This is an optimization exercise on Yosys and OpenROAD, whose aim is small area, a short achievable clock period and few clock cycles per item, not a production implementation. No functional check of the RTL was part of any run shown here.

===== flow/design.v =====
`timescale 1ns / 1ps
`default_nettype none
package fsmap_pkg;
    localparam int S_TDATA_W = 72;
    localparam int M_TDATA_W = 32;
    localparam int OP_W      = 2;
    localparam int PADDR_W   = 5;
    localparam int PDATA_W   = 32;
    localparam logic [23:0] REGION0_RESET = 24'h001004;
    localparam logic [23:0] REGION1_RESET = 24'h004001;
    localparam logic [23:0] REGION2_RESET = 24'h008007;
    localparam logic [23:0] REGION3_RESET = 24'h000000;
    localparam logic [31:0] BASE_RESET    = 32'h0800_0000;
    localparam logic [7:0]  FIRST_RESET   = 8'd0;
    localparam logic [4:0]  SCALE_RESET   = 5'd1;
    localparam logic [1:0] OP_ADDR  = 2'd0;
    localparam logic [1:0] OP_SIZE  = 2'd1;
    localparam logic [1:0] OP_START = 2'd2;
    localparam logic [1:0] OP_END   = 2'd3;
endpackage
`default_nettype wire
`timescale 1ns / 1ps
`default_nettype none
import fsmap_pkg::*;
module fsmap_regs
(
    input  wire                clk,
    input  wire                rst_n,
    input  wire                psel,
    input  wire                penable,
    input  wire                pwrite,
    input  wire  [PADDR_W-1:0] paddr,
    input  wire  [PDATA_W-1:0] pwdata,
    output logic [PDATA_W-1:0] prdata,
    output logic               pready,
    output logic [23:0]        region0,
    output logic [23:0]        region1,
    output logic [23:0]        region2,
    output logic [23:0]        region3,
    output logic [31:0]        base,
    output logic [7:0]         first_index,
    output logic [4:0]         scale,
    output logic               region_wr
);
    logic        wr_en;
    logic [2:0]  ridx;
    logic [2:0]  rd_idx;
    assign pready    = 1'b1;
    assign wr_en     = psel && penable && pwrite;
    assign ridx      = paddr[4:2];
    assign region_wr = wr_en && !ridx[2];
    always_ff @(posedge clk)
    begin
        rd_idx <= ridx;
    end
    always_comb
    begin
        case (rd_idx)
            3'd0:    prdata = {8'd0, region0};
            3'd1:    prdata = {8'd0, region1};
            3'd2:    prdata = {8'd0, region2};
            3'd3:    prdata = {8'd0, region3};
            3'd4:    prdata = base;
            3'd5:    prdata = {24'd0, first_index};
            3'd6:    prdata = {27'd0, scale};
            default: prdata = '0;
        endcase
    end
    always_ff @(posedge clk or negedge rst_n)
    begin
        if (!rst_n)
        begin
            region0     <= REGION0_RESET;
            region1     <= REGION1_RESET;
            region2     <= REGION2_RESET;
            region3     <= REGION3_RESET;
            base        <= BASE_RESET;
            first_index <= FIRST_RESET;
            scale       <= SCALE_RESET;
        end
        else if (wr_en)
        begin
            case (ridx)
                3'd0: region0     <= pwdata[23:0];
                3'd1: region1     <= pwdata[23:0];
                3'd2: region2     <= pwdata[23:0];
                3'd3: region3     <= pwdata[23:0];
                3'd4: base        <= pwdata;
                3'd5: first_index <= pwdata[7:0];
                3'd6: scale       <= pwdata[4:0];
                default: ;
            endcase
        end
    end
endmodule
`default_nettype wire
`timescale 1ns / 1ps
`default_nettype none
import fsmap_pkg::*;
module fsmap_ctrl
(
    input  wire          clk,
    input  wire          rst_n,
    input  wire  [23:0]  region0,
    input  wire  [23:0]  region1,
    input  wire  [23:0]  region2,
    input  wire  [23:0]  region3,
    input  wire          region_wr,
    input  wire          adv,
    input  wire          r2_v,
    input  wire          r2_v_n,
    input  wire          r2_end,
    input  wire          r2_end_n,
    input  wire  [7:0]   r2_j,
    input  wire  [15:0]  r2_size,
    input  wire          r4_v,
    input  wire          r4_v_n,
    input  wire          r4_div,
    input  wire          r4_div_n,
    input  wire  [23:0]  r4_off,
    input  wire  [15:0]  r4_size,
    input  wire  [26:0]  pos,
    output logic         fast,
    output logic [3:0]   shf0,
    output logic [3:0]   shf1,
    output logic [3:0]   shf2,
    output logic [3:0]   shf3,
    output logic [3:0]   szero,
    output logic [3:0]   last_live,
    output logic [9:0]   cum1,     
    output logic [9:0]   cum2,
    output logic [9:0]   cum3,
    output logic [9:0]   cum4,
    output logic [23:0]  end0,
    output logic [24:0]  end1,
    output logic [25:0]  end2,
    output logic [25:0]  end3,
    output logic         pre_inject,
    output logic [7:0]   pre_cnt,
    output logic [1:0]   pre_reg,
    output logic         busy,
    output logic         busy_next,
    output logic         idle_next,
    output logic         stall,
    output logic         mul_wr,
    output logic [23:0]  mul_val,
    output logic [23:0]  acc
);
    logic [7:0]  cnt  [4];
    logic [15:0] size [4];
    logic [3:0]  live;
    logic [3:0]  pow2;
    logic [3:0]  shf_c [4];
    logic [9:0]  c2;
    assign size[0] = region0[23:8];
    assign size[1] = region1[23:8];
    assign size[2] = region2[23:8];
    assign size[3] = region3[23:8];
    assign live[0] = |region0[7:0];
    assign live[1] = live[0] && |region1[7:0];
    assign live[2] = live[1] && |region2[7:0];
    assign live[3] = live[2] && |region3[7:0];
    assign cnt[0] = live[0] ? region0[7:0] : 8'd0;
    assign cnt[1] = live[1] ? region1[7:0] : 8'd0;
    assign cnt[2] = live[2] ? region2[7:0] : 8'd0;
    assign cnt[3] = live[3] ? region3[7:0] : 8'd0;
    assign c2   = 10'(region0[7:0]) + 10'(region1[7:0]);
    assign cum1 = 10'(region0[7:0]);
    function automatic logic onehot0_16(input logic [15:0] v);
        logic [7:0] a1, m1;
        logic [3:0] a2, m2;
        logic [1:0] a3, m3;
        for (int i = 0; i < 8; i++)
        begin
            a1[i] = v[2*i] | v[2*i+1];
            m1[i] = v[2*i] & v[2*i+1];
        end
        for (int i = 0; i < 4; i++)
        begin
            a2[i] = a1[2*i] | a1[2*i+1];
            m2[i] = m1[2*i] | m1[2*i+1] | (a1[2*i] & a1[2*i+1]);
        end
        for (int i = 0; i < 2; i++)
        begin
            a3[i] = a2[2*i] | a2[2*i+1];
            m3[i] = m2[2*i] | m2[2*i+1] | (a2[2*i] & a2[2*i+1]);
        end
        onehot0_16 = !(m3[0] | m3[1] | (a3[0] & a3[1]));
    endfunction
    function automatic logic [3:0] bitpos_16(input logic [15:0] v);
        logic [3:0] p;
        for (int k = 0; k < 4; k++)
        begin
            p[k] = 1'b0;
            for (int b = 0; b < 16; b++)
                if ((b >> k) & 1)
                    p[k] = p[k] | v[b];
        end
        bitpos_16 = p;
    endfunction
    always_comb
    begin
        for (int r = 0; r < 4; r++)
        begin
            shf_c[r] = bitpos_16(size[r]);
            pow2[r]  = onehot0_16(size[r]);
        end
    end
    always_ff @(posedge clk)
    begin
        fast      <= &(pow2 | ~live);
        shf0      <= shf_c[0];
        shf1      <= shf_c[1];
        shf2      <= shf_c[2];
        shf3      <= shf_c[3];
        szero     <= {size[3] == 16'd0, size[2] == 16'd0, size[1] == 16'd0, size[0] == 16'd0};
        last_live <= {live[3], live[2] && !live[3], live[1] && !live[2], live[0] && !live[1]};
        cum2      <= c2;
        cum3      <= c2 + 10'(region2[7:0]);
        cum4      <= c2 + (10'(region2[7:0]) + 10'(region3[7:0]));
    end
    typedef enum logic [2:0] {
        S_START = 3'd0,      
        S_PINJ  = 3'd1,      
        S_PMUL  = 3'd2,      
        S_PWR   = 3'd3,      
        S_IDLE  = 3'd4,
        S_QMUL  = 3'd5,      
        S_QDIV  = 3'd6,      
        S_QDONE = 3'd7       
    } st_t;
    st_t        st, st_n;
    logic [2:0] step, step_n;
    logic [1:0] r, r_n;
    logic       inj_q;
    logic [1:0] wr_r;
    logic       wr_end;
    logic        mul, div;
    logic        m_bit;
    logic [24:0] b_in;
    logic [25:0] sum;
    logic        d_ge;
    logic        div_start;
    assign busy       = (st == S_START) || (st == S_PINJ) || (st == S_PMUL) || (st == S_PWR);
    assign busy_next  = (st_n == S_START) || (st_n == S_PINJ) || (st_n == S_PMUL) || (st_n == S_PWR);
    assign idle_next  = (st_n == S_IDLE);
    assign pre_inject = (st == S_PINJ);
    assign pre_cnt    = cnt[r];
    assign pre_reg    = r;
    always_ff @(posedge clk or negedge rst_n)
    begin
        if (!rst_n)
            stall <= 1'b0;
        else
            stall <= !fast && ((r2_v_n && r2_end_n) || (r4_v_n && r4_div_n)) && (st_n != S_QDONE);
    end
    assign mul       = (st == S_PMUL) || (st == S_QMUL);
    assign div       = (st == S_QDIV);
    assign m_bit     = r2_j[3'd7 - step];
    assign b_in      = mul ? (m_bit ? 25'(r2_size) : 25'd0) : ~{1'b0, r4_size, 8'd0};
    assign sum       = {1'b0, acc, 1'b0} + {1'b0, b_in} + 26'(!mul);
    assign d_ge      = sum[25];
    assign div_start = (st == S_IDLE) && !fast && !(r2_v && r2_end) && r4_v && r4_div;
    assign mul_wr    = mul && (step == 3'd7);
    assign mul_val   = sum[23:0];
    always_ff @(posedge clk)
    begin
        if (mul)
            acc <= sum[23:0];
        else if (div)
            acc <= d_ge ? {sum[23:8], acc[6:0], 1'b1} : {acc[22:0], 1'b0};
        else if (div_start)
            acc <= r4_off;
        else if (st != S_QDONE)
            acc <= '0;
    end
    assign wr_end = fast ? inj_q : (st == S_PWR);
    always_ff @(posedge clk)
    begin
        inj_q <= pre_inject;
        wr_r  <= r;
        if (wr_end)
        begin
            case (fast ? wr_r : r)
                2'd0:    end0 <= pos[23:0];
                2'd1:    end1 <= pos[24:0];
                2'd2:    end2 <= pos[25:0];
                default: end3 <= pos[25:0];
            endcase
        end
    end
    always_comb
    begin
        st_n   = st;
        step_n = step;
        r_n    = r;
        if (region_wr)
        begin
            st_n   = S_START;
            step_n = '0;
            r_n    = '0;
        end
        else
        begin
            case (st)
                S_START:
                begin
                    r_n    = '0;
                    step_n = step + 1'b1;
                    if (step[0])
                    begin
                        step_n = '0;
                        st_n   = S_PINJ;
                    end
                end
                S_PINJ:
                begin
                    step_n = '0;
                    if (!fast)
                        st_n = S_PMUL;
                    else
                    begin
                        r_n = r + 1'b1;
                        if (r == 2'd3)
                            st_n = S_PWR;
                    end
                end
                S_PMUL, S_QMUL, S_QDIV:
                begin
                    step_n = step + 1'b1;
                    if (step == 3'd7)
                        st_n = (st == S_PMUL) ? S_PWR : S_QDONE;
                end
                S_PWR:
                begin
                    r_n = r + 1'b1;
                    if (fast || r == 2'd3)
                        st_n = S_IDLE;
                    else
                        st_n = S_PINJ;
                end
                S_IDLE:
                begin
                    step_n = '0;
                    if (!fast && r2_v && r2_end)
                        st_n = S_QMUL;
                    else if (div_start)
                        st_n = S_QDIV;
                end
                default:     
                begin
                    step_n = '0;
                    if (adv)
                        st_n = S_IDLE;
                end
            endcase
        end
    end
    always_ff @(posedge clk or negedge rst_n)
    begin
        if (!rst_n)
        begin
            st   <= S_START;
            step <= '0;
            r    <= '0;
        end
        else
        begin
            st   <= st_n;
            step <= step_n;
            r    <= r_n;
        end
    end
endmodule
`default_nettype wire
`timescale 1ns / 1ps
`default_nettype none
import fsmap_pkg::*;
module fsmap_dp
(
    input  wire          clk,
    input  wire          rst_n,
    input  wire  [23:0]  region0,
    input  wire  [23:0]  region1,
    input  wire  [23:0]  region2,
    input  wire  [23:0]  region3,
    input  wire  [31:0]  base,
    input  wire  [7:0]   first_index,
    input  wire  [4:0]   scale,
    input  wire          s_tvalid,
    output logic         s_tready,
    input  wire  [71:0]  s_tdata,
    input  wire  [1:0]   s_tuser,
    output logic         m_tvalid,
    input  wire          m_tready,
    output logic [31:0]  m_tdata,
    output logic         m_tuser,
    input  wire          fast,
    input  wire  [3:0]   shf0,
    input  wire  [3:0]   shf1,
    input  wire  [3:0]   shf2,
    input  wire  [3:0]   shf3,
    input  wire  [3:0]   szero,
    input  wire  [3:0]   last_live,
    input  wire  [9:0]   cum1,
    input  wire  [9:0]   cum2,
    input  wire  [9:0]   cum3,
    input  wire  [9:0]   cum4,
    input  wire  [23:0]  end0,
    input  wire  [24:0]  end1,
    input  wire  [25:0]  end2,
    input  wire  [25:0]  end3,
    input  wire          pre_inject,
    input  wire  [7:0]   pre_cnt,
    input  wire  [1:0]   pre_reg,
    input  wire          busy,
    input  wire          busy_next,
    input  wire          idle_next,
    input  wire          stall,
    input  wire          mul_wr,
    input  wire  [23:0]  mul_val,
    input  wire  [23:0]  acc,
    output logic         adv,
    output logic         r2_v,
    output logic         r2_v_n,
    output logic         r2_end,
    output logic         r2_end_n,
    output logic [7:0]   r2_j,
    output logic [15:0]  r2_size,
    output logic         r4_v,
    output logic         r4_v_n,
    output logic         r4_div,
    output logic         r4_div_n,
    output logic [23:0]  r4_off,
    output logic [15:0]  r4_size,
    output logic [26:0]  pos
);
    logic [15:0] size [4];
    logic [3:0]  shf  [4];
    assign size[0] = region0[23:8];
    assign size[1] = region1[23:8];
    assign size[2] = region2[23:8];
    assign size[3] = region3[23:8];
    assign shf[0]  = shf0;
    assign shf[1]  = shf1;
    assign shf[2]  = shf2;
    assign shf[3]  = shf3;
    function automatic logic [15:0] size_of(input logic [3:0] oh, input logic [15:0] s0,
                                            input logic [15:0] s1, input logic [15:0] s2,
                                            input logic [15:0] s3);
        size_of = ({16{oh[0]}} & s0) | ({16{oh[1]}} & s1) | ({16{oh[2]}} & s2) | ({16{oh[3]}} & s3);
    endfunction
    logic accept;
    logic r1_v, r3_v, r5_v, r6_v, r7_v;
    logic [31:0] addr;
    logic [7:0]  sec;
    logic [31:0] nbytes;
    logic        is_end0;
    logic [21:0] x0;
    logic        dec0;
    logic        eq0;
    assign addr    = s_tdata[31:0];
    assign sec     = s_tdata[39:32];
    assign nbytes  = s_tdata[71:40];
    assign is_end0 = (s_tuser == OP_END);
    assign x0   = is_end0 ? nbytes[31:10] : addr[31:10];
    assign dec0 = is_end0 ? (nbytes[9:0] == 10'd0) : (addr[9:0] < base[9:0]);
    assign eq0  = is_end0 ? (nbytes[9:0] == 10'd0) : (addr[9:0] == base[9:0]);
    logic [1:0]  r1_op;
    logic [21:0] r1_x;
    logic        r1_dec;
    logic        r1_eq;
    logic [7:0]  r1_sec;
    logic        r1_is_end;
    logic [22:0] kdiff;
    logic [10:0] t1, t2, t3, t4;
    logic [3:0]  sin;
    logic        sfound;
    logic [1:0]  s_reg;
    logic [7:0]  s_j;
    logic [7:0]  sh_in;
    logic [1:0]  sh_reg;
    logic [23:0] prod1;
    logic        ok1;
    assign r1_is_end = (r1_op == OP_END);
    assign kdiff = {1'b0, r1_x} + {1'b1, ~(r1_is_end ? 22'd0 : base[31:10])} + 23'(!r1_dec);
    assign t1 = {3'd0, r1_sec} - {1'b0, cum1};
    assign t2 = {3'd0, r1_sec} - {1'b0, cum2};
    assign t3 = {3'd0, r1_sec} - {1'b0, cum3};
    assign t4 = {3'd0, r1_sec} - {1'b0, cum4};
    assign sin    = {t4[10], t3[10], t2[10], t1[10]};
    assign sfound = |(sin & last_live);
    always_comb
    begin
        if (sin[0])      begin s_reg = 2'd0; s_j = r1_sec;  end
        else if (sin[1]) begin s_reg = 2'd1; s_j = t1[7:0]; end
        else if (sin[2]) begin s_reg = 2'd2; s_j = t2[7:0]; end
        else             begin s_reg = 2'd3; s_j = t3[7:0]; end
    end
    assign sh_in  = busy ? pre_cnt : s_j;
    assign sh_reg = busy ? pre_reg : s_reg;
    assign prod1  = !(r1_is_end || busy) ? 24'd0
                  : !fast ? 24'(sh_in)
                  : szero[sh_reg] ? 24'd0
                  : 24'({16'd0, sh_in} << shf[sh_reg]);
    always_comb
    begin
        case (r1_op)
            OP_ADDR:  ok1 = 1'b1;
            OP_SIZE:  ok1 = sfound;
            OP_START: ok1 = !kdiff[22] && r1_eq;
            default:  ok1 = sfound && !((r1_x == 22'd0) && r1_eq);
        endcase
    end
    logic [1:0]  r2_op;
    logic [21:0] r2_k;
    logic [23:0] r2_prod;
    logic [3:0]  r2_oh;
    logic        r2_ok;
    logic [25:0] e_before;
    assign r2_end  = (r2_op == OP_END);
    assign r2_j    = r2_prod[7:0];
    assign r2_size = size_of(r2_oh, size[0], size[1], size[2], size[3]);
    assign e_before = ({26{r2_oh[1] && r2_end}} & 26'(end0))
                    | ({26{r2_oh[2] && r2_end}} & 26'(end1))
                    | ({26{r2_oh[3] && r2_end}} & end2);
    assign pos = 27'(e_before) + 27'(r2_prod) + 27'(r2_k);
    logic [1:0]  r3_op;
    logic [26:0] r3_pos;
    logic [3:0]  r3_oh;
    logic        r3_ok;
    logic [27:0] dm0, dm1, dm2;
    logic        found;
    logic [3:0]  p_oh;
    logic [23:0] p_off;
    logic        ok3;
    assign dm0   = {1'b0, r3_pos} - 28'(end0);
    assign dm1   = {1'b0, r3_pos} - 28'(end1);
    assign dm2   = {1'b0, r3_pos} - 28'(end2);
    assign found = (r3_pos < 27'(end3));
    always_comb
    begin
        if (dm0[27])      begin p_oh = 4'b0001; p_off = r3_pos[23:0]; end
        else if (dm1[27]) begin p_oh = 4'b0010; p_off = dm0[23:0];    end
        else if (dm2[27]) begin p_oh = 4'b0100; p_off = dm1[23:0];    end
        else              begin p_oh = 4'b1000; p_off = dm2[23:0];    end
    end
    assign ok3 = (r3_op == OP_SIZE) ? r3_ok : (r3_ok && found);
    logic [1:0]  r4_op;
    logic [3:0]  r4_oh;
    logic        r4_ok;
    logic [3:0]  sh4;
    logic [7:0]  quo;
    logic        rem_zero;
    assign r4_div  = (r4_op != OP_SIZE);
    assign r4_size = size_of(r4_oh, size[0], size[1], size[2], size[3]);
    assign sh4     = ({4{r4_oh[0]}} & shf0) | ({4{r4_oh[1]}} & shf1)
                   | ({4{r4_oh[2]}} & shf2) | ({4{r4_oh[3]}} & shf3);
    assign quo      = fast ? 8'(r4_off >> sh4) : acc[7:0];
    assign rem_zero = fast ? ((r4_off & ~(24'hFF_FFFF << sh4)) == 24'd0)
                           : (acc[23:8] == 16'd0);
    logic [1:0]  r5_op;
    logic [7:0]  r5_quo;
    logic [3:0]  r5_oh;
    logic        r5_ok;
    logic        r5_rz;
    logic [9:0]  before5;
    logic [10:0] idx;
    assign before5 = ({10{r5_oh[1]}} & cum1) | ({10{r5_oh[2]}} & cum2) | ({10{r5_oh[3]}} & cum3);
    assign idx     = ((r5_op == OP_ADDR) ? 11'(first_index) : 11'd0) + 11'(before5) + 11'(r5_quo);
    logic [1:0]  r6_op;
    logic [10:0] r6_idx;
    logic [3:0]  r6_oh;
    logic        r6_ok;
    logic        r6_rz;
    logic [15:0] scaled;
    logic [15:0] ans;
    logic        vres;
    assign scaled = 16'(r6_idx) * 16'(scale);
    always_comb
    begin
        case (r6_op)
            OP_ADDR:  begin ans = r6_ok ? scaled : 16'd0;   vres = r6_ok; end
            OP_SIZE:  begin ans = r6_ok ? size_of(r6_oh, size[0], size[1], size[2], size[3]) : 16'd0;
                            vres = r6_ok; end
            OP_START: begin ans = 16'(r6_ok && r6_rz);      vres = 1'b1;  end
            default:  begin ans = r6_ok ? 16'(r6_idx) : 16'd0; vres = r6_ok; end
        endcase
    end
    logic [15:0] r7_ans;
    logic        r7_vr;
    logic        hv, kv;
    logic [15:0] h_ans, k_ans;
    logic        h_vr, k_vr;
    logic        pop, push;
    logic        hv_n, kv_n;
    assign pop  = hv && m_tready;
    assign push = adv && r7_v;
    always_comb
    begin
        hv_n = hv;
        kv_n = kv;
        if (pop)
        begin
            hv_n = kv || push;
            kv_n = kv && push;
        end
        else if (push)
        begin
            hv_n = 1'b1;
            kv_n = hv;
        end
    end
    always_ff @(posedge clk)
    begin
        if (pop ? (kv || push) : (push && !hv))
        begin
            h_ans <= (pop && kv) ? k_ans : r7_ans;
            h_vr  <= (pop && kv) ? k_vr  : r7_vr;
        end
        if (push && (pop ? kv : hv))
        begin
            k_ans <= r7_ans;
            k_vr  <= r7_vr;
        end
    end
    assign m_tvalid = hv;
    assign m_tdata  = {16'd0, h_ans};
    assign m_tuser  = h_vr;
    logic r1_v_n, r3_v_n, r5_v_n, r6_v_n, r7_v_n;
    logic s_tready_n;
    assign adv    = !kv && !stall;
    assign accept = s_tvalid && s_tready;
    assign r1_v_n = adv ? accept : r1_v;
    assign r2_v_n = adv ? r1_v   : r2_v;
    assign r3_v_n = adv ? r2_v   : r3_v;
    assign r4_v_n = adv ? r3_v   : r4_v;
    assign r5_v_n = adv ? r4_v   : r5_v;
    assign r6_v_n = adv ? r5_v   : r6_v;
    assign r7_v_n = adv ? r6_v   : r7_v;
    assign r2_end_n = pre_inject ? 1'b1 : ((adv && !busy) ? (r1_op == OP_END) : r2_end);
    assign r4_div_n = adv ? (r3_op != OP_SIZE) : r4_div;
    assign s_tready_n = !kv_n && !busy_next
                     && (fast || (idle_next && !r1_v_n && !r2_v_n && !r3_v_n && !r4_v_n
                                  && !r5_v_n && !r6_v_n && !r7_v_n));
    always_ff @(posedge clk or negedge rst_n)
    begin
        if (!rst_n)
        begin
            r1_v     <= 1'b0;
            r2_v     <= 1'b0;
            r3_v     <= 1'b0;
            r4_v     <= 1'b0;
            r5_v     <= 1'b0;
            r6_v     <= 1'b0;
            r7_v     <= 1'b0;
            hv       <= 1'b0;
            kv       <= 1'b0;
            s_tready <= 1'b0;
        end
        else
        begin
            r1_v     <= r1_v_n;
            r2_v     <= r2_v_n;
            r3_v     <= r3_v_n;
            r4_v     <= r4_v_n;
            r5_v     <= r5_v_n;
            r6_v     <= r6_v_n;
            r7_v     <= r7_v_n;
            hv       <= hv_n;
            kv       <= kv_n;
            s_tready <= s_tready_n;
        end
    end
    always_ff @(posedge clk)
    begin
        if (adv)
        begin
            r1_op  <= s_tuser;
            r1_x   <= x0;
            r1_dec <= dec0;
            r1_eq  <= eq0;
            r1_sec <= sec;
        end
        if (pre_inject || (adv && !busy))
        begin
            r2_op  <= pre_inject ? OP_END : r1_op;
            r2_k   <= pre_inject ? 22'd0 : kdiff[21:0];
            r2_oh  <= 4'd1 << (pre_inject ? pre_reg : s_reg);
            r2_ok  <= ok1;
        end
        if (mul_wr)
            r2_prod <= mul_val;
        else if (pre_inject || (adv && !busy))
            r2_prod <= prod1;
        if (adv)
        begin
            r3_op  <= r2_op;
            r3_pos <= pos;
            r3_oh  <= r2_oh;
            r3_ok  <= r2_ok;
            r4_op  <= r3_op;
            r4_off <= p_off;
            r4_oh  <= (r3_op == OP_SIZE) ? r3_oh : p_oh;
            r4_ok  <= ok3;
            r5_op  <= r4_op;
            r5_quo <= quo;
            r5_oh  <= r4_oh;
            r5_ok  <= r4_ok;
            r5_rz  <= rem_zero;
            r6_op  <= r5_op;
            r6_idx <= idx;
            r6_oh  <= r5_oh;
            r6_ok  <= r5_ok;
            r6_rz  <= r5_rz;
            r7_ans <= ans;
            r7_vr  <= vres;
        end
    end
endmodule
`default_nettype wire
`timescale 1ns / 1ps
`default_nettype none
import fsmap_pkg::*;
module flash_sector_mapper
(
    input  wire                  clk,
    input  wire                  rst_n,
    input  wire                  s_tvalid,
    output logic                 s_tready,
    input  wire  [S_TDATA_W-1:0] s_tdata,    
    input  wire  [OP_W-1:0]      s_tuser,    
    output logic                 m_tvalid,
    input  wire                  m_tready,
    output logic [M_TDATA_W-1:0] m_tdata,    
    output logic                 m_tuser,    
    input  wire                  psel,
    input  wire                  penable,
    input  wire                  pwrite,
    input  wire  [PADDR_W-1:0]   paddr,
    input  wire  [PDATA_W-1:0]   pwdata,
    output logic [PDATA_W-1:0]   prdata,
    output logic                 pready
);
    logic [23:0] region0, region1, region2, region3;
    logic [31:0] base;
    logic [7:0]  first_index;
    logic [4:0]  scale;
    logic        region_wr;
    logic        fast;
    logic [3:0]  shf0, shf1, shf2, shf3, szero, last_live;
    logic [9:0]  cum1, cum2, cum3, cum4;
    logic [23:0] end0;
    logic [24:0] end1;
    logic [25:0] end2, end3;
    logic        pre_inject;
    logic [7:0]  pre_cnt;
    logic [1:0]  pre_reg;
    logic        busy, busy_next, idle_next, stall, mul_wr;
    logic [23:0] mul_val;
    logic [23:0] acc;
    logic        adv, r2_v, r2_v_n, r2_end, r2_end_n, r4_v, r4_v_n, r4_div, r4_div_n;
    logic [7:0]  r2_j;
    logic [15:0] r2_size, r4_size;
    logic [23:0] r4_off;
    logic [26:0] pos;
    fsmap_regs u_regs (
        .clk         (clk),
        .rst_n       (rst_n),
        .psel        (psel),
        .penable     (penable),
        .pwrite      (pwrite),
        .paddr       (paddr),
        .pwdata      (pwdata),
        .prdata      (prdata),
        .pready      (pready),
        .region0     (region0),
        .region1     (region1),
        .region2     (region2),
        .region3     (region3),
        .base        (base),
        .first_index (first_index),
        .scale       (scale),
        .region_wr   (region_wr)
    );
    fsmap_ctrl u_ctrl (
        .clk        (clk),
        .rst_n      (rst_n),
        .region0    (region0),
        .region1    (region1),
        .region2    (region2),
        .region3    (region3),
        .region_wr  (region_wr),
        .adv        (adv),
        .r2_v       (r2_v),
        .r2_v_n     (r2_v_n),
        .r2_end     (r2_end),
        .r2_end_n   (r2_end_n),
        .r2_j       (r2_j),
        .r2_size    (r2_size),
        .r4_v       (r4_v),
        .r4_v_n     (r4_v_n),
        .r4_div     (r4_div),
        .r4_div_n   (r4_div_n),
        .r4_off     (r4_off),
        .r4_size    (r4_size),
        .pos        (pos),
        .fast       (fast),
        .shf0       (shf0),
        .shf1       (shf1),
        .shf2       (shf2),
        .shf3       (shf3),
        .szero      (szero),
        .last_live  (last_live),
        .cum1       (cum1),
        .cum2       (cum2),
        .cum3       (cum3),
        .cum4       (cum4),
        .end0       (end0),
        .end1       (end1),
        .end2       (end2),
        .end3       (end3),
        .pre_inject (pre_inject),
        .pre_cnt    (pre_cnt),
        .pre_reg    (pre_reg),
        .busy       (busy),
        .busy_next  (busy_next),
        .idle_next  (idle_next),
        .stall      (stall),
        .mul_wr     (mul_wr),
        .mul_val    (mul_val),
        .acc        (acc)
    );
    fsmap_dp u_dp (
        .clk         (clk),
        .rst_n       (rst_n),
        .region0     (region0),
        .region1     (region1),
        .region2     (region2),
        .region3     (region3),
        .base        (base),
        .first_index (first_index),
        .scale       (scale),
        .s_tvalid    (s_tvalid),
        .s_tready    (s_tready),
        .s_tdata     (s_tdata),
        .s_tuser     (s_tuser),
        .m_tvalid    (m_tvalid),
        .m_tready    (m_tready),
        .m_tdata     (m_tdata),
        .m_tuser     (m_tuser),
        .fast        (fast),
        .shf0        (shf0),
        .shf1        (shf1),
        .shf2        (shf2),
        .shf3        (shf3),
        .szero       (szero),
        .last_live   (last_live),
        .cum1        (cum1),
        .cum2        (cum2),
        .cum3        (cum3),
        .cum4        (cum4),
        .end0        (end0),
        .end1        (end1),
        .end2        (end2),
        .end3        (end3),
        .pre_inject  (pre_inject),
        .pre_cnt     (pre_cnt),
        .pre_reg     (pre_reg),
        .busy        (busy),
        .busy_next   (busy_next),
        .idle_next   (idle_next),
        .stall       (stall),
        .mul_wr      (mul_wr),
        .mul_val     (mul_val),
        .acc         (acc),
        .adv         (adv),
        .r2_v        (r2_v),
        .r2_v_n      (r2_v_n),
        .r2_end      (r2_end),
        .r2_end_n    (r2_end_n),
        .r2_j        (r2_j),
        .r2_size     (r2_size),
        .r4_v        (r4_v),
        .r4_v_n      (r4_v_n),
        .r4_div      (r4_div),
        .r4_div_n    (r4_div_n),
        .r4_off      (r4_off),
        .r4_size     (r4_size),
        .pos         (pos)
    );
endmodule
`default_nettype wire

===== flow/config.mk =====
export PLATFORM = sky130hd
export DESIGN_NAME = flash_sector_mapper
export DESIGN_NICKNAME = flash_sector_mapper
export VERILOG_FILES = /design/flow/design.v
export SDC_FILE = /design/flow/constraint.sdc
export NUM_CORES = 4
export LEC_CHECK = 0
export CAP_MARGIN = 20
export CORE_MARGIN = 2
export CORE_UTILIZATION = 40
export SLEW_MARGIN = 20

===== flow/standard.sh =====
#!/bin/bash
# synth_recipe.tcl (not shown) runs the flow's synth.tcl, then flattens the netlist and writes it again
# the make line also repeats each setting of config.mk as NAME=value (left out here)
make -C /OpenROAD-flow-scripts/flow DESIGN_CONFIG=/design/flow/config.mk WORK_HOME=/design/flow/orfs CLKGATE_MAP_FILE= SYNTH_SCRIPT=/design/flow/synth_recipe.tcl "${@:-finish}"

===== flow/constraint.sdc =====
create_clock -name core_clock -period 11.0 [get_ports {clk}]
set_input_delay 2.2000 -clock core_clock [delete_from_list [all_inputs] [get_ports {clk}]]
set_output_delay 2.2000 -clock core_clock [all_outputs]
set_load 0.01 [all_outputs]

===== flow/flow/run.sh =====
#!/bin/bash
set -euo pipefail
export SETUP_SLACK_MARGIN=8
bash standard.sh > run.log 2>&1

==> metrics.md, run 1 <==
| Metric | Value |
|---|---|
| Main combinational cell family by area after synthesis | compound AO/OA/AOI/OAI gates |
| Port bufs | 166 |
| CP max FO | 6 |
| Die Span Y | 320 µm |
| Min Hold Slack | 0.424 ns |
| CTS sink cnt | 583 |
| Min-Delay Path Class | reg2reg |
| Complex-gate fraction of the synthesized area | 18.0% |
| Post-synthesis mux area share | 8.41% |
| Setup Viol. Count Final | 0 |
| Finished layout cell area | 54,500 µm² |
| Ys async rst share | 27.4% |
| Clock Path Buffers | 3 |
| Fin util | 55.3% |
| Number of synthesized register bits | 583 |
| Top FF cell, synth | edfxtp_1 |
| Routed len/inst | 26.6 µm |
| Worst Setup SP | u_dp.r2_op[0] |
| Fin. max-slew vios | 0 |
| Synth Area in Simple Gates | 11.0% |
| Placed Area | 43,700 µm² |
| GRT Util Overall | 28.7% |
| Clock transition at path regs | 0.06 ns |
| Drt drc | 0 |
| Vias per cell | 6.08 |
| Core footprint | 98,600 µm² |
| Top cells by area, synth | edfxtp_1 (27%), dfrtp_1 (9.4%), ha_1 (8.9%) |
| H-tree depth | 3 |
| Number of enable flip-flop cells after synthesis | 363 |
| RSZ-0062 raised after global routing | true |
| Adder-cell share of the synthesized area | 12.5% |
| Die area | 102,000 µm² |
| RePlAce Congestion | 0.988 |
| CTS tree | yes |
| Chip Width | 320 µm |
| Total global routing overflow | 0 |
| Detailed Routing Iterations Pass 1 | 6 |
| Final period util | 43.5% |
| Final Skew | 0.0300 ns |
| Post-synth top cells | inv_1 (402), edfxtp_1 (363), ha_1 (284), nand2_1 (265), mux2_2 (205) |
| Startpoint types | flip-flop |
| Reg-to-reg endpoint | u_ctrl.end2[24] |
| TritonCTS Buffers | 66 |
| Sequential area share after synthesis | 40.4% |
| Worst Hold Path Cells | 0 |
| Initial drt markers | 4,186 |
| Mapped Area | 39,800 µm² |
| Final Critical Period | 4.78 ns |
| Global-route wire length before repair | 220,000 µm |
| Worst-Skew Late Latency | 0.64 ns |
| Routed wire length | 154,000 µm |
| Starting Density | 40.4% |
| Share of the synthesized area in the top cell type | 27.4% |
| R2r worst-path depth | 17 |
| Reg-to-reg slack, setup | 6.22 ns |
| Status | no timing/DRC/antenna violations |
| Layout overhead on the synthesized area | 36.9% |
| Core Rows | 115 |
| Worst slew pin tran | 1.22 ns |
| Final hold vios | 0 |
| Yosys cell types | 96 |
| Place WS | 5.75 ns |
| Max Cap Viol | 0 |
| Max Freq | 209 MHz |
| Vias in the first global route | 33,677 |
| Xor/xnor share of the synthesized area | 3.65% |
| Layout cells sized above 1 | 34.2% |
| Post-Syn Area per Cell | 10.2 µm² |
| Syn. warnings | 8 |
| Detail Placement HPWL | 101,000 µm |
| Fin Setup TNS | 0 ns |
| Cell taking the most area after synthesis | edfxtp_1 |
| Worst EP arrival | 5.15 ns |
| CP required | 11.37 ns |
| I/O Pins | 186 |
| Min-Delay Endpoint | u_dp.r6_rz |
| Pin count of the biggest net entering global routing | 84 |
| Nets@finish | 4,916 |
| Clock root cell | clkbuf_16 |
| Antenna violations before repair | 2 |
| Crit. End Element | flip-flop |
| Routed via count | 35,137 |
| Mapped Cells | 3,915 |
| RR Startpoint | u_dp.r2_op[0] |
| Worst Slack Setup Final | 6.22 ns |
| Worst Setup Path Type | reg2reg |
| Post-cts hold buffer count | 0 |
| Relative max-transition margin | 18.8% |
| HP Start | u_dp.r5_rz |
| Antenna Nets Post-Route | 0 |
| Most frequent cell after synthesis | inv_1 |
-- registers in the layout (all words and copies together) (netlist names), 9 cells and up --
register / flops
u_ctrl.end0: 24
u_ctrl.end2: 26
u_ctrl.cum2: 9
u_dp.r6_idx: 11
u_dp.r2_prod: 24
u_ctrl.end3: 26
u_ctrl.acc: 24
u_regs.region0: 24
u_dp.r3_pos: 27
u_dp.r4_off: 24
u_regs.base: 32
u_dp.r7_ans: 16
u_dp.k_ans: 16
u_dp.r1_x: 22
u_ctrl.cum4: 10
u_dp.r2_k: 22
u_dp.h_ans: 16
u_ctrl.cum3: 10
u_ctrl.end1: 25
u_regs.region2: 24
u_regs.region3: 24
u_regs.region1: 24
-- area by class of cell --
class	instances	area (µm²)
Fill cell	8171	44000
Multi-Input combinational cell	2745	26300
Sequential cell	583	16100
Timing Repair Buffer	643	6700
Clock buffer	78	1730
Tap cell	1287	1610
Inverter	402	1530
Clock inverter	41	538
Timing Repair inverter	2	13.8
Antenna cell	2	5.00
-- how the worst max path moves through the flow --
stage / end / slack [ns] / cells after the start
global route: u_ctrl.end3[25] / 6.21 / 17
floorplan: u_ctrl.acc[10] / 6.74 / 17
CTS: u_dp.r3_pos[24] / 6.43 / 16
detailed placement: u_ctrl.end1[24] / 5.75 / 15
finish: u_ctrl.end2[24] / 6.22 / 17
global placement: u_ctrl.end1[24] / 5.82 / 15
-- layer usage --
metal	vias up	part of all wire (%)	global-route usage, %
met5	-	0.0065	0
met4	2	7.1	16.6
met3	489	8.6	4.57
met2	1898	45	45.5
met1	17253	39	37.4
li1	15495	-	-
-- logic make-up after synthesis --
family	count (synthesis)
compound gates	1029
xor+xnor	166
fa+ha+maj	356
buf+inv	614
flops	583
mux	278
other cells	2
simple gates	887
-- critical path, stage by stage (launching register included) --
cell and delay [ns]:
edfxtp_1 0.55, and3_4 0.28, buf_12 0.14, a222oi_1 0.90, fa_1 0.59, inv_2 0.09, ha_4 0.20, a21o_1 0.18
a21oi_2 0.16, a21boi_2 0.20, o211ai_1 0.11, buf_4 0.17, a31oi_4 0.18, o21a_1 0.19, nand2b_4 0.17, nand3_4 0.10
a31oi_4 0.18, xnor2_2 0.14
-- metrics by stage --
stage          cells
4_1_cts         5667
6_report        5783
5_1_grt         5781
3_3_place_gp    5203
3_5_place_dp    5204
2_1_floorplan   3930
-- layout by cell type (no fill, tap or decap), drive strengths merged, types with 36 or more instances in the layout --
master         netlist  layout
xnor2              114     114
a21o                81      81
and3                33      36
nand2              265     269
nor2               187     187
mux2               205     205
a22oi              100     100
o21a                50      50
xor2                52      52
mux2i               49      49
dfxtp               60      60
a222oi              55      55
fa                  71      71
nand2b              39      39
nor2b               52      52
o21ai              180     180
a21oi              199     199
ha                 284     284
o22ai               36      36
clkbuf             169      81
dfrtp              150     150
edfxtp             363     363
nand3               63      63
and2                64      67
nor4                58      58
clkdlybuf4s50        0      94
buf                 43     532
inv                402     406
-- repair_timing --
action	4_1_cts	5_1_grt
setup buffers	310	107
pin swaps	293	245
endpoints found under the setup margin	605	413
gates cloned	34	7
gates resized for setup	876	342
==> run 2, diff against run 1 <==
--- a/flow/config.mk
+++ b/flow/config.mk
@@ -9,3 +9,3 @@
 export CORE_MARGIN = 2
-export CORE_UTILIZATION = 40
+export CORE_UTILIZATION = 60
 export SLEW_MARGIN = 20
==> run 2 against run 1 <==
Critical path type unchanged. Highest routed layer unchanged. Largest cell class unchanged. Design area down 0.77%. Core utilization up 27 points. Count of clock-buffer cells in the layout up 10. Non-clock buffer count up 5. Maximum frequency down 1.0%. Die area down 33%. First-iteration DRC count up 46%. Clock skew up 0.0079 ns.
==> metrics.md, run 2 <==
| Metric | Value |
|---|---|
| Status | no timing/DRC/antenna violations |
| Post-synth top cells | inv_1 (402), edfxtp_1 (363), ha_1 (284), nand2_1 (265), mux2_2 (205) |
| Commonest non-fill, non-tap cell in the layout | edfxtp_1 |
| Xor/xnor share of the synthesized area | 3.65% |
| Complex-gate fraction of the synthesized area | 18.0% |
| Initial drt markers | 6,122 |
| Cell taking the most area after synthesis | edfxtp_1 |
| Ys async rst share | 27.4% |
| Detail Placement HPWL | 99,300 µm |
| Core Rows | 94 |
| TritonCTS Buffers | 67 |
| Main combinational cell family by area after synthesis | compound AO/OA/AOI/OAI gates |
| H-tree depth | 3 |
| Chip Width | 262 µm |
| CP required | 11.41 ns |
| Final Skew | 0.0379 ns |
| Worst-Skew Late Latency | 0.65 ns |
| Adder-cell share of the synthesized area | 12.5% |
| Met2 Use GR | 68.0% |
| Reg-to-reg slack, setup | 6.17 ns |
| Worst EP arrival | 5.24 ns |
| Global-route wire length before repair | 229,000 µm |
| Antenna Nets Post-Route | 0 |
| Routed len/inst | 32.4 µm |
| Final hold vios | 0 |
| Sequential area share after synthesis | 40.4% |
| Layout overhead on the synthesized area | 35.8% |
| Highest-count cells in the layout ignoring fill and taps | edfxtp_1 (363), inv_1 (361), buf_4 (286) |
| Pin count of the biggest net entering global routing | 74 |
| Setup Viol. Count Final | 0 |
| Number of enable flip-flop cells after synthesis | 363 |
| Min Hold Slack | 0.423 ns |
| Mapped Area | 39,800 µm² |
| Worst Setup Path Type | reg2reg |
| Antenna violations before repair | 15 |
| Largest registers | u_regs.base (32), u_dp.r3_pos (27) |
| Top FF cell, synth | edfxtp_1 |
| I/O Pins | 186 |
| Core footprint | 65,700 µm² |
| Fin util | 82.3% |
| GRT Util Overall | 45.3% |
| Clock transition at path regs | 0.06 ns |
| Yosys cell types | 96 |
| Top reg by flops | u_regs.base |
| Min-Delay Endpoint | u_dp.r6_rz |
| Min-Delay Path Class | reg2reg |
| Mapped Cells | 3,915 |
| Grt peak-use layer | met2 |
| R2r worst-path depth | 17 |
| CTS tree | yes |
| Detailed Routing Iterations Pass 1 | 13 |
| Syn. warnings | 8 |
| Reg-to-reg endpoint | u_ctrl.end1[20] |
| Starting Density | 60.6% |
| Clock Path Buffers | 3 |
| Die Span Y | 262 µm |
| Max reg flops | 32 |
| RR Startpoint | u_dp.r2_op[1] |
| Post-Syn Area per Cell | 10.2 µm² |
| RSZ-0062 raised after global routing | true |
| CP max FO | 5 |
| CTS sink cnt | 583 |
| RePlAce Congestion | 1.04 |
| Die area | 68,500 µm² |
| GRT met1 Usage | 57.0% |
| Share of the synthesized area in the top cell type | 27.4% |
| Layout cells sized above 1 | 34.7% |
| Most frequent cell after synthesis | inv_1 |
| Number of synthesized register bits | 583 |
| Final Critical Period | 4.83 ns |
| Worst slew pin tran | 1.23 ns |
| Nets@finish | 4,923 |
| Clock root cell | clkbuf_16 |
| Total global routing overflow | 0 |
| Top cells by area, synth | edfxtp_1 (27%), dfrtp_1 (9.4%), ha_1 (8.9%) |
| Port bufs | 166 |
| Routed via count | 38,784 |
| Synth Area in Simple Gates | 11.0% |
| Vias in the first global route | 35,975 |
| Crit. End Element | flip-flop |
| HP Start | u_dp.r5_rz |
| Routed wire length | 174,000 µm |
| GR Util met3 | 16.0% |
| Startpoint types | flip-flop |
| Relative max-transition margin | 17.4% |
| Vias per cell | 7.22 |
| Drt drc | 0 |
| Max Freq | 207 MHz |
| Final period util | 43.9% |
| Worst Hold Path Cells | 0 |
| Max Cap Viol | 0 |
| Fin Setup TNS | 0 ns |
| Fin. max-slew vios | 0 |
| Post-synthesis mux area share | 8.41% |
-- run 2: cell types whose count changed in the layout (fill, tap and decap cells not counted), sizes merged, moves of 2 or more --
cell	delta
nor2	+2
or3	-2
clkinv	-5
bufinv	-3
diode	+6
clkdlybuf4s50	+2
clkbuf	+15
-- run 2: how the worst max path moves through the flow --
stage / cells past startpoint / slack, ns / end / start
after CTS: 16 / 6.47 / u_ctrl.end1[24] / u_dp.r2_op[0]
after global placement: 7 / 5.78 / u_dp.s_tready / pwrite
final: 17 / 6.17 / u_ctrl.end1[20] / u_dp.r2_op[1]
after detailed placement: 15 / 5.77 / u_ctrl.acc[11] / u_ctrl.st[0]
after floorplan: 17 / 6.74 / u_ctrl.acc[10] / u_ctrl.step[0]
after global routing: 18 / 6.17 / u_ctrl.end1[24] / u_dp.r2_op[1]
-- run 2: per-layer routing --
| metal | wire length, µm | vias to the layer above |
|---|---|---|
| met5 | 186 | - |
| met4 | 15100 | 14 |
| met3 | 26800 | 1159 |
| met2 | 73400 | 3487 |
| met1 | 58500 | 18585 |
| li1 | - | 15539 |
-- run 2: area by class of cell --
type                            count  area (µm²)
Clock inverter                     33         398
Clock buffer                       88        1900
Antenna cell                        8        20.0
Multi-Input combinational cell   2747       26300
Inverter                          402        1530
Fill cell                        3397       11600
Sequential cell                   583       16200
Timing Repair inverter              1        7.51
Tap cell                          864        1080
Timing Repair Buffer              648        6690
-- run 2: timing repair --
item | 4_1_cts | 5_1_grt
endpoints found under the setup margin | 560 | 465
setup buffers | 293 | 130
hold buffers | 0 | 0
gates cloned | 33 | 9
resized for setup | 824 | 383
pin swaps | 253 | 253
-- run 2: per-stage QoR --
step	cells	cell area [µm²]	setup slack, ns
2_1_floorplan	3930	41400	6.74
4_1_cts	5227	51200	6.47
3_5_place_dp	4780	43200	5.77
6_report	5374	54100	6.17
5_1_grt	5367	54100	6.17
3_3_place_gp	4778	43100	5.78
-- run 2: cells by family (layout without fill, tap and decap cells) --
| group | count (synthesis) | count (layout) |
|---|---|---|
| and+or+nand+nor | 887 | 899 |
| AOI/OAI and AO/OA | 1029 | 1030 |
| buffers and inverters | 614 | 1172 |
| adders and majority gates | 356 | 356 |
| other | 2 | 25 |
| muxes | 278 | 279 |
| xor gates and xnor gates | 166 | 166 |
| DFF | 583 | 583 |
-- run 2: worst max-delay path: stages, from the launching register on --
cell       delay, ns
edfxtp_1        0.47
buf_4           0.19
and3_4          0.20
buf_12          0.15
buf_4           0.14
a222oi_1        0.80
fa_2            0.60
inv_1           0.09
ha_1            0.31
o2111ai_4       0.19
o211ai_1        0.24
buf_4           0.18
a31oi_4         0.11
o21a_1          0.22
buf_4           0.14
buf_6           0.12
o21bai_4        0.14
xor2_2          0.32
==> run 3, diff against run 2 <==
==> flow/flow/run.sh (replaced) <==
#!/bin/bash
set -euo pipefail
export SETUP_SLACK_MARGIN=7
bash standard.sh > run.log 2>&1
--- a/flow/config.mk
+++ b/flow/config.mk
@@ -9,3 +9,3 @@
 export CORE_MARGIN = 2
-export CORE_UTILIZATION = 60
+export CORE_UTILIZATION = 40
 export SLEW_MARGIN = 20
==> run 3 against run 2 <==
The layout now fails its checks (capacitance limit, slew limit). Non-clock buffer count is 241 lower. Core utilization is 32 points lower. Design area is 9.0% lower. Largest cell class unchanged.
==> metrics.md, run 3 <==
| Metric | Value |
|---|---|
| CTS sink cnt | 583 |
| Starting Density | 40.4% |
| Relative max-transition margin | -7.58% |
| R2r worst-path depth | 16 |
| RePlAce Congestion | 0.993 |
| Nets@finish | 4,671 |
| Crit path max-delay cell type | a222oi_1 |
| Final Critical Period | 4.56 ns |
| Ys async rst share | 27.4% |
| Worst Hold Path Cells | 0 |
| Port bufs | 166 |
| Critical path depth | 16 |
| Global-route wire length before repair | 205,000 µm |
| Worst slew pin tran | 1.57 ns |
| Layout cells sized above 1 | 23.1% |
| CTS tree | yes |
| Final period util | 41.5% |
| Top reg by flops | u_regs.base |
| H-tree depth | 3 |
| Violated checks | capacitance limit, slew limit |
| Initial drt markers | 3,997 |
| Fin. max-slew vios | 4 |
| Crit. End Element | flip-flop |
| Final hold vios | 0 |
| Die Span Y | 320 µm |
| Worst-path cell chain | and3_4, buf_4, clkbuf_16, a222oi_1, fa_2, inv_2, ha_4, and3_4, o2111ai_2, o211ai_1, a31oi_2, o21a_2, nand2b_4, nand3_4, a31oi_4, xnor2_2 |
| Pin count of the biggest net entering global routing | 89 |
| Worst Path Buf+Inv | 3 |
| Worst Setup Path Type | reg2reg |
| Post-Syn Area per Cell | 10.2 µm² |
| CP required | 11.36 ns |
| Top cells by area, synth | edfxtp_1 (27%), dfrtp_1 (9.4%), ha_1 (8.9%) |
| Die area | 102,000 µm² |
| Share of the synthesized area in the top cell type | 27.4% |
| Max stage delay on crit path | 0.61 ns |
| Core Rows | 115 |
| RSZ-0062 raised after global routing | true |
| Fin Setup TNS | 0 ns |
| Syn. warnings | 8 |
| Min-Delay Path Class | reg2reg |
| Yosys cell types | 96 |
| Routed via count | 33,181 |
| Worst-Skew Late Latency | 0.65 ns |
| Min Hold Slack | 0.421 ns |
| Number of enable flip-flop cells after synthesis | 363 |
| Post-synth top cells | inv_1 (402), edfxtp_1 (363), ha_1 (284), nand2_1 (265), mux2_2 (205) |
| Most Frequent Cell on Critical Path | and3_4 |
| Cell taking the most area after synthesis | edfxtp_1 |
| Status | complete, but fails checks |
| Clock transition at path regs | 0.06 ns |
| Total global routing overflow | 0 |
| Fill cells | 8,729 |
| Vias per cell | 5.99 |
| I/O Pins | 186 |
| Number of synthesized register bits | 583 |
| Detailed Routing Iterations Pass 1 | 10 |
| Routed wire length | 141,000 µm |
| Core footprint | 98,600 µm² |
| Reg-to-reg slack, setup | 6.44 ns |
| GR Util met3 | 4.22% |
| Drt drc | 0 |
| CP top delay family | compound AO/OA/AOI/OAI gates |
| Sequential area share after synthesis | 40.4% |
| TritonCTS Buffers | 68 |
| Setup Viol. Count Final | 0 |
| Largest registers | u_regs.base (32), u_dp.r3_pos (27) |
| Top FF cell, synth | edfxtp_1 |
| GRT Util Overall | 26.5% |
| Vias in the first global route | 31,941 |
| Met2 Use GR | 42.3% |
| Highest-count cells in the layout ignoring fill and taps | inv_1 (376), edfxtp_1 (363), ha_1 (264) |
| Commonest non-fill, non-tap cell in the layout | inv_1 |
| Clock root cell | clkbuf_16 |
| Max Freq | 219 MHz |
| Fin util | 50.0% |
| Grt peak-use layer | met2 |
| Routed len/inst | 25.5 µm |
| Layout overhead on the synthesized area | 23.6% |
| Detail Placement HPWL | 99,600 µm |
| Most frequent cell after synthesis | inv_1 |
| Max reg flops | 32 |
| Max Cap Viol | 1 |
| Startpoint types | flip-flop |
| Chip Width | 320 µm |
| Antenna Nets Post-Route | 0 |
| CP max FO | 5 |
| Worst EP arrival | 4.92 ns |
| Final Skew | 0.0286 ns |
| Antenna violations before repair | 3 |
| Clock Path Buffers | 3 |
| Mapped Area | 39,800 µm² |
| GRT met1 Usage | 34.6% |
| Mapped Cells | 3,915 |
## run 3: cell counts after synthesis
No cell type changed its count.
## run 3: final timing paths
check                                endpoint     startpoint
min in group asynchronous      u_regs.base[0]          rst_n
max in group asynchronous  u_regs.region3[15]          rst_n
min reg2reg                     u_dp.r6_oh[0]  u_dp.r5_oh[0]
min                             u_dp.r6_oh[0]  u_dp.r5_oh[0]
max                           u_ctrl.end1[24]  u_dp.r2_op[0]
max reg2reg                   u_ctrl.end1[24]  u_dp.r2_op[0]
## run 3: final cells by class
| class | count | area, µm² | share of cell area, % |
|---|---|---|---|
| clock inverters | 33 | 303 | 0.615 |
| diodes | 1 | 2.50 | 0.00508 |
| inverters | 402 | 1520 | 3.08 |
| multi-input cells | 2736 | 23600 | 47.9 |
| repair buffers | 407 | 4150 | 8.42 |
| clock buffers | 91 | 1940 | 3.93 |
| flip-flops and latches | 583 | 16200 | 32.8 |
| well taps | 1287 | 1610 | 3.27 |
## run 3: per-stage QoR
stage	instance area, µm²	instances	setup slack [ns]
after detailed placement	42900	5214	5.51
final	49200	5540	6.44
after global placement	42900	5214	5.59
after global routing	49200	5539	6.32
after CTS	47500	5466	6.47
after floorplan	40200	3930	6.71
## run 3: logic make-up after synthesis
group,after synthesis,share of synthesized area [%]
AO/OA/AOI/OAI,1029,18.0
flip-flops,583,40.4
AND/OR/NAND/NOR,887,11.0
adder cells (fa/ha/maj),356,12.5
buffers and inverters,614,5.97
multiplexers,278,8.41
XOR/XNOR,166,3.65
other,2,0.0188
## run 3: what timing repair did
item                                    CTS  global route
hold buffers                              0             0
pin swaps                                99           139
gates resized for setup                 443           244
gates cloned                             11             5
endpoints found under the setup margin  206           186
setup buffers                           117            68
## run 3: per-layer routing
layer  routed length [µm]  up-vias
met1                57300    16255
met3                11200      381
met5                   23        -
met4                 8260        4
met2                64300     1585
li1                     -    14956
==> run 4, diff against run 3 <==
--- a/flow/design.v
+++ b/flow/design.v
@@ -453,23 +453,18 @@
     logic accept;
-    logic r1_v, r3_v, r5_v, r6_v, r7_v;
+    logic r3_v, r5_v, r6_v, r7_v;
     logic [31:0] addr;
-    logic [7:0]  sec;
     logic [31:0] nbytes;
-    logic        is_end0;
-    logic [21:0] x0;
-    logic        dec0;
-    logic        eq0;
-    assign addr    = s_tdata[31:0];
-    assign sec     = s_tdata[39:32];
-    assign nbytes  = s_tdata[71:40];
-    assign is_end0 = (s_tuser == OP_END);
-    assign x0   = is_end0 ? nbytes[31:10] : addr[31:10];
-    assign dec0 = is_end0 ? (nbytes[9:0] == 10'd0) : (addr[9:0] < base[9:0]);
-    assign eq0  = is_end0 ? (nbytes[9:0] == 10'd0) : (addr[9:0] == base[9:0]);
-    logic [1:0]  r1_op;
-    logic [21:0] r1_x;
-    logic        r1_dec;
-    logic        r1_eq;
-    logic [7:0]  r1_sec;
-    logic        r1_is_end;
+    logic [1:0]  q_op;
+    logic [21:0] q_x;
+    logic        q_dec;
+    logic        q_eq;
+    logic [7:0]  q_sec;
+    assign addr   = s_tdata[31:0];
+    assign nbytes = s_tdata[71:40];
+    assign q_op  = s_tuser;
+    assign q_sec = s_tdata[39:32];
+    assign q_x   = (s_tuser == OP_END) ? nbytes[31:10] : addr[31:10];
+    assign q_dec = (s_tuser == OP_END) ? (nbytes[9:0] == 10'd0) : (addr[9:0] < base[9:0]);
+    assign q_eq  = (s_tuser == OP_END) ? (nbytes[9:0] == 10'd0) : (addr[9:0] == base[9:0]);
+    logic        q_end;
     logic [22:0] kdiff;
@@ -484,8 +479,8 @@
     logic        ok1;
-    assign r1_is_end = (r1_op == OP_END);
-    assign kdiff = {1'b0, r1_x} + {1'b1, ~(r1_is_end ? 22'd0 : base[31:10])} + 23'(!r1_dec);
-    assign t1 = {3'd0, r1_sec} - {1'b0, cum1};
-    assign t2 = {3'd0, r1_sec} - {1'b0, cum2};
-    assign t3 = {3'd0, r1_sec} - {1'b0, cum3};
-    assign t4 = {3'd0, r1_sec} - {1'b0, cum4};
+    assign q_end = (q_op == OP_END);
+    assign kdiff = {1'b0, q_x} + {1'b1, ~(q_end ? 22'd0 : base[31:10])} + 23'(!q_dec);
+    assign t1 = {3'd0, q_sec} - {1'b0, cum1};
+    assign t2 = {3'd0, q_sec} - {1'b0, cum2};
+    assign t3 = {3'd0, q_sec} - {1'b0, cum3};
+    assign t4 = {3'd0, q_sec} - {1'b0, cum4};
     assign sin    = {t4[10], t3[10], t2[10], t1[10]};
@@ -494,3 +489,3 @@
     begin
-        if (sin[0])      begin s_reg = 2'd0; s_j = r1_sec;  end
+        if (sin[0])      begin s_reg = 2'd0; s_j = q_sec;  end
         else if (sin[1]) begin s_reg = 2'd1; s_j = t1[7:0]; end
@@ -501,3 +496,3 @@
     assign sh_reg = busy ? pre_reg : s_reg;
-    assign prod1  = !(r1_is_end || busy) ? 24'd0
+    assign prod1  = !(q_end || busy) ? 24'd0
                   : !fast ? 24'(sh_in)
@@ -507,7 +502,7 @@
     begin
-        case (r1_op)
+        case (q_op)
             OP_ADDR:  ok1 = 1'b1;
             OP_SIZE:  ok1 = sfound;
-            OP_START: ok1 = !kdiff[22] && r1_eq;
-            default:  ok1 = sfound && !((r1_x == 22'd0) && r1_eq);
+            OP_START: ok1 = !kdiff[22] && q_eq;
+            default:  ok1 = sfound && !((q_x == 22'd0) && q_eq);
         endcase
@@ -629,3 +624,3 @@
     assign m_tuser  = h_vr;
-    logic r1_v_n, r3_v_n, r5_v_n, r6_v_n, r7_v_n;
+    logic r3_v_n, r5_v_n, r6_v_n, r7_v_n;
     logic s_tready_n;
@@ -633,4 +628,3 @@
     assign accept = s_tvalid && s_tready;
-    assign r1_v_n = adv ? accept : r1_v;
-    assign r2_v_n = adv ? r1_v   : r2_v;
+    assign r2_v_n = adv ? accept : r2_v;
     assign r3_v_n = adv ? r2_v   : r3_v;
@@ -640,6 +634,6 @@
     assign r7_v_n = adv ? r6_v   : r7_v;
-    assign r2_end_n = pre_inject ? 1'b1 : ((adv && !busy) ? (r1_op == OP_END) : r2_end);
+    assign r2_end_n = pre_inject ? 1'b1 : ((adv && !busy) ? q_end : r2_end);
     assign r4_div_n = adv ? (r3_op != OP_SIZE) : r4_div;
     assign s_tready_n = !kv_n && !busy_next
-                     && (fast || (idle_next && !r1_v_n && !r2_v_n && !r3_v_n && !r4_v_n
+                     && (fast || (idle_next && !r2_v_n && !r3_v_n && !r4_v_n
                                   && !r5_v_n && !r6_v_n && !r7_v_n));
@@ -649,3 +643,2 @@
         begin
-            r1_v     <= 1'b0;
             r2_v     <= 1'b0;
@@ -662,3 +655,2 @@
         begin
-            r1_v     <= r1_v_n;
             r2_v     <= r2_v_n;
@@ -676,13 +668,5 @@
     begin
-        if (adv)
-        begin
-            r1_op  <= s_tuser;
-            r1_x   <= x0;
-            r1_dec <= dec0;
-            r1_eq  <= eq0;
-            r1_sec <= sec;
-        end
         if (pre_inject || (adv && !busy))
         begin
-            r2_op  <= pre_inject ? OP_END : r1_op;
+            r2_op  <= pre_inject ? OP_END : q_op;
             r2_k   <= pre_inject ? 22'd0 : kdiff[21:0];
==> run 4 against run 3 <==
The run now finishes clean. Sequential share of layout area down 1.6 points. Critical endpoint is now u_dp.r2_k[21]. Critical path type is now in2reg. Core utilization up 0.90 points. Synthesized cell count down 1.9%. Area after synthesis down 3.5%. Global-route usage up 0.33 points.
==> metrics.md, run 4 <==
| Metric | Value |
|---|---|
| Status | no timing/DRC/antenna violations |
| Final period util | 48.5% |
| Max Cap Viol | 0 |
| Mapped Cells | 3,841 |
| Global-route wire length before repair | 201,000 µm |
| Drt drc | 0 |
| Sequential area share after synthesis | 39.2% |
| Final hold vios | 0 |
| Highest-count cells in the layout ignoring fill and taps | inv_1 (361), edfxtp_1 (329), ha_1 (242) |
| Chip Width | 314 µm |
| Place WS | 4.02 ns |
| Worst EP arrival | 5.69 ns |
| Reg-to-reg endpoint | u_ctrl.end3[22] |
| RePlAce Congestion | 0.976 |
| Relative max-transition margin | 29.0% |
| Post-Syn Area per Cell | 10.0 µm² |
| Largest registers | u_regs.base (32), u_dp.r3_pos (27) |
| Number of synthesized register bits | 548 |
| Commonest non-fill, non-tap cell in the layout | inv_1 |
| Detailed Routing Iterations Pass 1 | 9 |
| Nets@finish | 4,650 |
| I/O Pins | 186 |
| CTS sink cnt | 548 |
| Synth Area in Simple Gates | 10.9% |
| GRT Util Overall | 26.9% |
| Antenna Nets Post-Route | 0 |
| RSZ-0062 raised after global routing | true |
| Max Freq | 187 MHz |
| Ys async rst share | 29.0% |
| Final Critical Period | 5.33 ns |
| HP Start | u_dp.r5_rz |
| Die area | 98,600 µm² |
| Routed wire length | 136,000 µm |
| R2r worst-path depth | 19 |
| CP required | 11.36 ns |
| H-tree depth | 2 |
| Worst-Skew Late Latency | 0.68 ns |
| Pin count of the biggest net entering global routing | 128 |
| TritonCTS Buffers | 60 |
| Top FF cell, synth | edfxtp_1 |
| Yosys cell types | 97 |
| Worst Slack Setup Final | 5.67 ns |
| Most frequent cell after synthesis | inv_1 |
| Top reg by flops | u_regs.base |
| Cell taking the most area after synthesis | edfxtp_1 |
| Detail Placement HPWL | 96,400 µm |
| Crit. End Element | flip-flop |
| Final Skew | 0.0457 ns |
| Routed via count | 32,448 |
| Post-synthesis mux area share | 8.79% |
| Starting Density | 40.4% |
| Vias per cell | 5.91 |
| Clock transition at path regs | 0.06 ns |
| Reg-to-reg slack, setup | 6.42 ns |
| Top cells by area, synth | edfxtp_1 (26%), dfrtp_1 (9.7%), ha_1 (9.2%) |
| Main combinational cell family by area after synthesis | compound AO/OA/AOI/OAI gates |
| Total global routing overflow | 0 |
| Post-cts hold buffer count | 0 |
| CTS tree | yes |
| Core footprint | 95,200 µm² |
| Syn. warnings | 8 |
| Post-synth top cells | inv_1 (392), edfxtp_1 (329), ha_1 (284), nand2_1 (267), mux2_2 (212) |
| Layout cells sized above 1 | 26.1% |
| Setup Viol. Count Final | 0 |
| Port bufs | 166 |
| Startpoint types | input pin |
| Routed len/inst | 24.8 µm |
| Min Hold Slack | 0.428 ns |
| Antenna Cells | 0 |
| Fin. max-slew vios | 0 |
| Worst Setup Path Type | in2reg |
| Clock Path Buffers | 3 |
| Worst slew pin tran | 1.06 ns |
| Max reg flops | 32 |
| Min-Delay Endpoint | u_dp.r6_rz |
| Layout overhead on the synthesized area | 25.9% |
| Fin Setup TNS | 0 ns |
| Adder-cell share of the synthesized area | 13.0% |
| Initial drt markers | 3,281 |
| Min-Delay Path Class | reg2reg |
| Antenna violations before repair | 3 |
| Number of enable flip-flop cells after synthesis | 329 |
| Xor/xnor share of the synthesized area | 3.76% |
| Complex-gate fraction of the synthesized area | 18.2% |
| Worst Hold Path Cells | 0 |
| Die Span Y | 314 µm |
| Share of the synthesized area in the top cell type | 25.7% |
| CP max FO | 2 |
| Core Rows | 113 |
| Mapped Area | 38,400 µm² |
| Clock root cell | clkbuf_16 |
| Vias in the first global route | 31,533 |
| RR Startpoint | u_dp.r2_op[1] |
run 4: worst max-delay path by stage:
stage                            to  slack, ns        start
CTS                   u_dp.r2_k[20]       5.65   s_tdata[3]
floorplan           u_dp.r2_prod[6]       5.38  s_tdata[32]
finish                u_dp.r2_k[21]       5.67   s_tdata[5]
global route          u_dp.r2_k[20]       5.53   s_tdata[5]
global placement    u_dp.r2_prod[6]       4.04  s_tdata[32]
detailed placement  u_dp.r2_prod[6]       4.02  s_tdata[32]
run 4: worst max-delay path: stages:
cell and delay (ns):
buf_6 0.10, ha_4 0.23, nand4_1 0.15, nor2_2 0.06, o21ai_1 0.11, o2111ai_2 0.25, o21a_1 0.27, fa_2 0.38
a21o_1 0.19, a21o_1 0.17, a211o_1 0.29, a41oi_2 0.17, a21oi_2 0.09, a41o_1 0.23, o41ai_4 0.27, o21ai_2 0.11
a31oi_1 0.17, xor2_1 0.19, nor2_1 0.06
run 4: cell type report:
class / count / area (µm²)
Sequential cell: 548 / 15100
Tap cell: 1265 / 1580
Inverter: 394 / 1510
Multi-Input combinational cell: 2704 / 23600
Timing Repair inverter: 1 / 8.76
Clock buffer: 90 / 1750
Timing Repair Buffer: 468 / 4620
Fill cell: 8471 / 46800
Clock inverter: 24 / 240
run 4: repair_timing:
| item | CTS | global route |
|---|---|---|
| setup buffers | 174 | 81 |
| cloned | 11 | 2 |
| endpoints found under the setup margin | 264 | 228 |
| gates resized for setup | 578 | 242 |
| pin swaps | 181 | 132 |
run 4: kinds of logic (layout without fill, tap and decap cells):
| kind of cell | after synthesis | count (layout) |
|---|---|---|
| fa+ha+maj | 356 | 356 |
| flops | 548 | 548 |
| simple gates | 872 | 873 |
| buf+inv | 605 | 977 |
| mux | 278 | 278 |
| compound gates | 1015 | 1015 |
| xor+xnor | 165 | 165 |
| other cells | 2 | 17 |
run 4: metal layers:
metal	global-route usage, %	routed length [µm]	vias to the layer above
met1	34.6	55100	15866
met3	4.89	10600	364
met2	43.9	63500	1479
li1	-	-	14733
met4	12.5	7200	6
met5	0	33	-
run 4: metrics by stage:
stage / std cells / instance area, µm² / utilization, %
5_1_grt: 5494 / 48400 / 50.9
3_3_place_gp: 5112 / 41600 / 43.7
3_5_place_dp: 5112 / 41600 / 43.7
6_report: 5494 / 48400 / 50.9
2_1_floorplan: 3856 / 39000 / -
4_1_cts: 5411 / 46600 / 49.0

re-timing with driven ports:
Ports are ideal in the flow. The routed layouts listed here were re-timed in OpenROAD. Step 1 (the two cells are an assumption about what drives the block):
set clk [get_ports {clk}]
set_driving_cell -lib_cell sky130_fd_sc_hd__clkbuf_16 $clk
set_driving_cell -lib_cell sky130_fd_sc_hd__buf_2 [delete_from_list [all_inputs] $clk]
Step 2 moves the port delays by t, midway between the first and last clock arrival at a register: inputs arrive t later, outputs are due t later. That takes back most of the time a late clock gives input paths. Slacks: ideal / step 1 / step 2; pairs: ideal / step 1.
| run | t, ns | setup slack, ns | worst setup path at the end | latest minus earliest clock arrival (ns) | worst data-port slew with drivers (ns) |
|---|---|---|---|---|---|
| run 1 | 0.700 | 6.219 / 6.219 / 6.219 | register to register | 0.031 / 0.031 | 0.09 |
| run 2 | 0.693 | 6.171 / 6.171 / 6.171 | register to register | 0.040 / 0.040 | 0.07 |
| run 3 | 0.703 | 6.437 / 6.437 / 6.375 | input to register | 0.033 / 0.033 | 0.07 |
| run 4 | 0.721 | 5.667 / 5.705 / 4.984 | input to register | 0.046 / 0.046 | 0.08 |
For run 4, which loses most, drivers alone change the setup slack by +0.038 ns; drivers and shift together by -0.683 ns.
